Background: an optimization exercise with open tools, aiming at small area, a short achievable clock period and few clock cycles per item. Do not read the settings as production practice. RTL that was checked went through simulation tests only; none was proved equivalent to the original. Power is estimated from default activity; no workload was simulated.

## size_latency_histogram
module size_latency_histogram (
	input  logic        clk,
	input  logic        arst_n,
	input  logic        in_valid,
	output logic        in_stall,
	input  logic [1:0]  in_req_type,
	input  logic [39:0] in_bytes_sent,
	input  logic [31:0] in_launch_sec,
	input  logic [9:0]  in_launch_msec,
	input  logic [31:0] in_now_sec,
	input  logic [9:0]  in_now_msec,
	input  logic [1:0]  in_read_size_bin,
	input  logic [1:0]  in_read_time_bin,
	output logic        out_valid,
	input  logic        out_stall,
	output logic        out_counted,
	output logic [1:0]  out_size_bin,
	output logic [1:0]  out_time_bin,
	output logic [15:0] out_count_value,
	input  logic        cfg_we,
	input  logic [2:0]  cfg_index,
	input  logic [39:0] cfg_data
);
For scale: about 2700 cells after synthesis, roughly 720 flip-flops, roughly 200 I/O pins, ~34000 um2 of cells after synthesis.
export LEC_CHECK = 0
export CAP_MARGIN = 20
export CORE_MARGIN = 2
export CORE_UTILIZATION = 60
export SETUP_SLACK_MARGIN = 5
export SLEW_MARGIN = 20
export SYNTH_HIERARCHICAL = 1
export SYNTH_MINIMUM_KEEP_SIZE = 0
create_clock -name core_clock -period 8.0 [get_ports {clk}]
run.sh (not shown) runs the stock make flow with config.mk's settings and CLKGATE_MAP_FILE= SYNTH_SCRIPT=/design/flow/synth_recipe.tcl, a recipe that flattens the netlist after the stock synthesis.
Next try:
- CORE_UTILIZATION: 60 -> 70
What happened: Now the flow ended with an error in 5_1_grt with GRT-0232. Synthesized cell count does not change. Area after synthesis does not change.
Next try:
- CORE_UTILIZATION: 70 -> 60
- CTS_BUF_LIST: default -> sky130_fd_sc_hd__clkbuf_4 sky130_fd_sc_hd__clkbuf_8
- CTS_CLUSTER_SIZE: default -> 24
The changed run produced a clean layout.
Synthesized area does not change.
Synthesized cell count is unchanged.
Function was not checked in any run of this note: the RTL went through the layout flow alone.

---

size_latency_histogram, a different RTL version from the one above (not shown whole).
Size: roughly 200 I/O pins, about 0.038 mm² of cells after synthesis.
==> flow/design.v (excerpt) <==
module size_latency_histogram (
	input  logic        clk,
	input  logic        arst_n,
	input  logic        in_valid,
	output logic        in_stall,
	input  logic [1:0]  in_req_type,
	input  logic [39:0] in_bytes_sent,
	input  logic [31:0] in_launch_sec,
	input  logic [9:0]  in_launch_msec,
	input  logic [31:0] in_now_sec,
	input  logic [9:0]  in_now_msec,
	input  logic [1:0]  in_read_size_bin,
	input  logic [1:0]  in_read_time_bin,
	output logic        out_valid,
	input  logic        out_stall,
	output logic        out_counted,
	output logic [1:0]  out_size_bin,
	output logic [1:0]  out_time_bin,
	output logic [15:0] out_count_value,
	input  logic        cfg_we,
	input  logic [2:0]  cfg_index,
	input  logic [39:0] cfg_data
);
clock: 8.0 ns
lec_check: 0
cap_margin: 20
core_margin: 2
core_utilization: 50
cts_buf_list: sky130_fd_sc_hd__clkbuf_4 sky130_fd_sc_hd__clkbuf_8
cts_cluster_size: 24
setup_slack_margin: 5
slew_margin: 20
synth_hierarchical: 1
synth_minimum_keep_size: 0
Testbench counts at the start, summed over its fixed seeds: cycles 32,048, items 32,000.
Change:
CORE_UTILIZATION = 55   (was 50)
Result: The new run completed without violations. Worst hold slack is about the same. Clock power hardly moves. Total power goes down slightly. Synthesized cell count is unchanged. First-iteration DRC count grows by a little under a tenth. Die area went down by a little under a tenth. Clock skew came out higher by 0.011 ns. Count of clock-buffer cells in the layout went down by 12.

---

purple:
size_latency_histogram, a different RTL version from the one above (not shown whole).
For scale: about 37,000 µm² of cells after synthesis.
clock: 8.0 ns
lec_check: 0
cap_margin: 20
core_margin: 2
core_utilization: 55
cts_buf_list: sky130_fd_sc_hd__clkbuf_4 sky130_fd_sc_hd__clkbuf_8
cts_cluster_size: 24
setup_slack_margin: 5
slew_margin: 20
synth_hierarchical: 1
synth_minimum_keep_size: 0
Testbench counts of purple, summed over its fixed seeds: cycles 32,040, items 32,000.
diff inputs: purple => green
Settings: clearing CTS_CLUSTER_SIZE, which used to be 24; clearing CTS_BUF_LIST, which used to be sky130_fd_sc_hd__clkbuf_4 sky130_fd_sc_hd__clkbuf_8; clearing SYNTH_MINIMUM_KEEP_SIZE, which used to be 0; clearing SYNTH_HIERARCHICAL, which used to be 1.
## What came out
On area growth from synthesis to layout, purple and green are neck and neck.
purple reports its critical path class as reg -> reg while green reports in -> reg.
Standard-cell row count (green over purple): decrease, 2
Going from purple to green, total buffers and inverters traversed by the critical path decreased by 6 relative to the old numbers; xor-xnor portion of the synthesized cell area increased by 0.20 points relative to the old numbers.
Summary: total power, green better than purple
Sequential share of layout area ended up 2.4 points higher on green than on purple.
Min worst-case setup margin in the final layout across purple and green: green
Routed length on met1 on green is down relative to purple.
Diff purple -> green | area of the multi-input gates | down by a little under 10%
Compared green vs purple, and design area is down in green.

what the ideal ports hide:
Ports are ideal in the flow. The routed layouts listed here were re-timed in OpenROAD. Step 1 sets driving cells, clkbuf_16 on the clock port and buf_2 on the other inputs (assumed; they add their load-dependent delay and slew). Step 2 adds t to the input delays and takes it off the output delays; t is the mean of the earliest and latest rising clock arrival at the registers after step 1. Input paths then give back, and output paths get back, about the clock's delay inside the block. a / b / c = ideal / step 1 / step 2; a / b = the first two.
run | t, ns | setup slack, ns | latest minus earliest clock arrival (ns)
the first run of note 1 | 0.689 | 4.142 / 4.171 / 3.483 | 0.052 / 0.051
the third run of note 1 | 0.792 | 4.265 / 4.287 / 3.495 | 0.076 / 0.076
the first run of note 2 | 0.845 | 5.015 / 4.975 / 4.211 | 0.041 / 0.042
the second run of note 2 | 0.821 | 4.999 / 4.983 / 4.250 | 0.048 / 0.048
purple | 0.827 | 4.725 / 4.725 / 4.186 | 0.052 / 0.052
green | 0.686 | 4.196 / 4.211 / 3.525 | 0.031 / 0.030
After both steps every run listed still meets setup and hold. The setup slack of the first run of note 2, which loses most, moves by -0.040 ns with the drivers and by -0.804 ns with both steps.
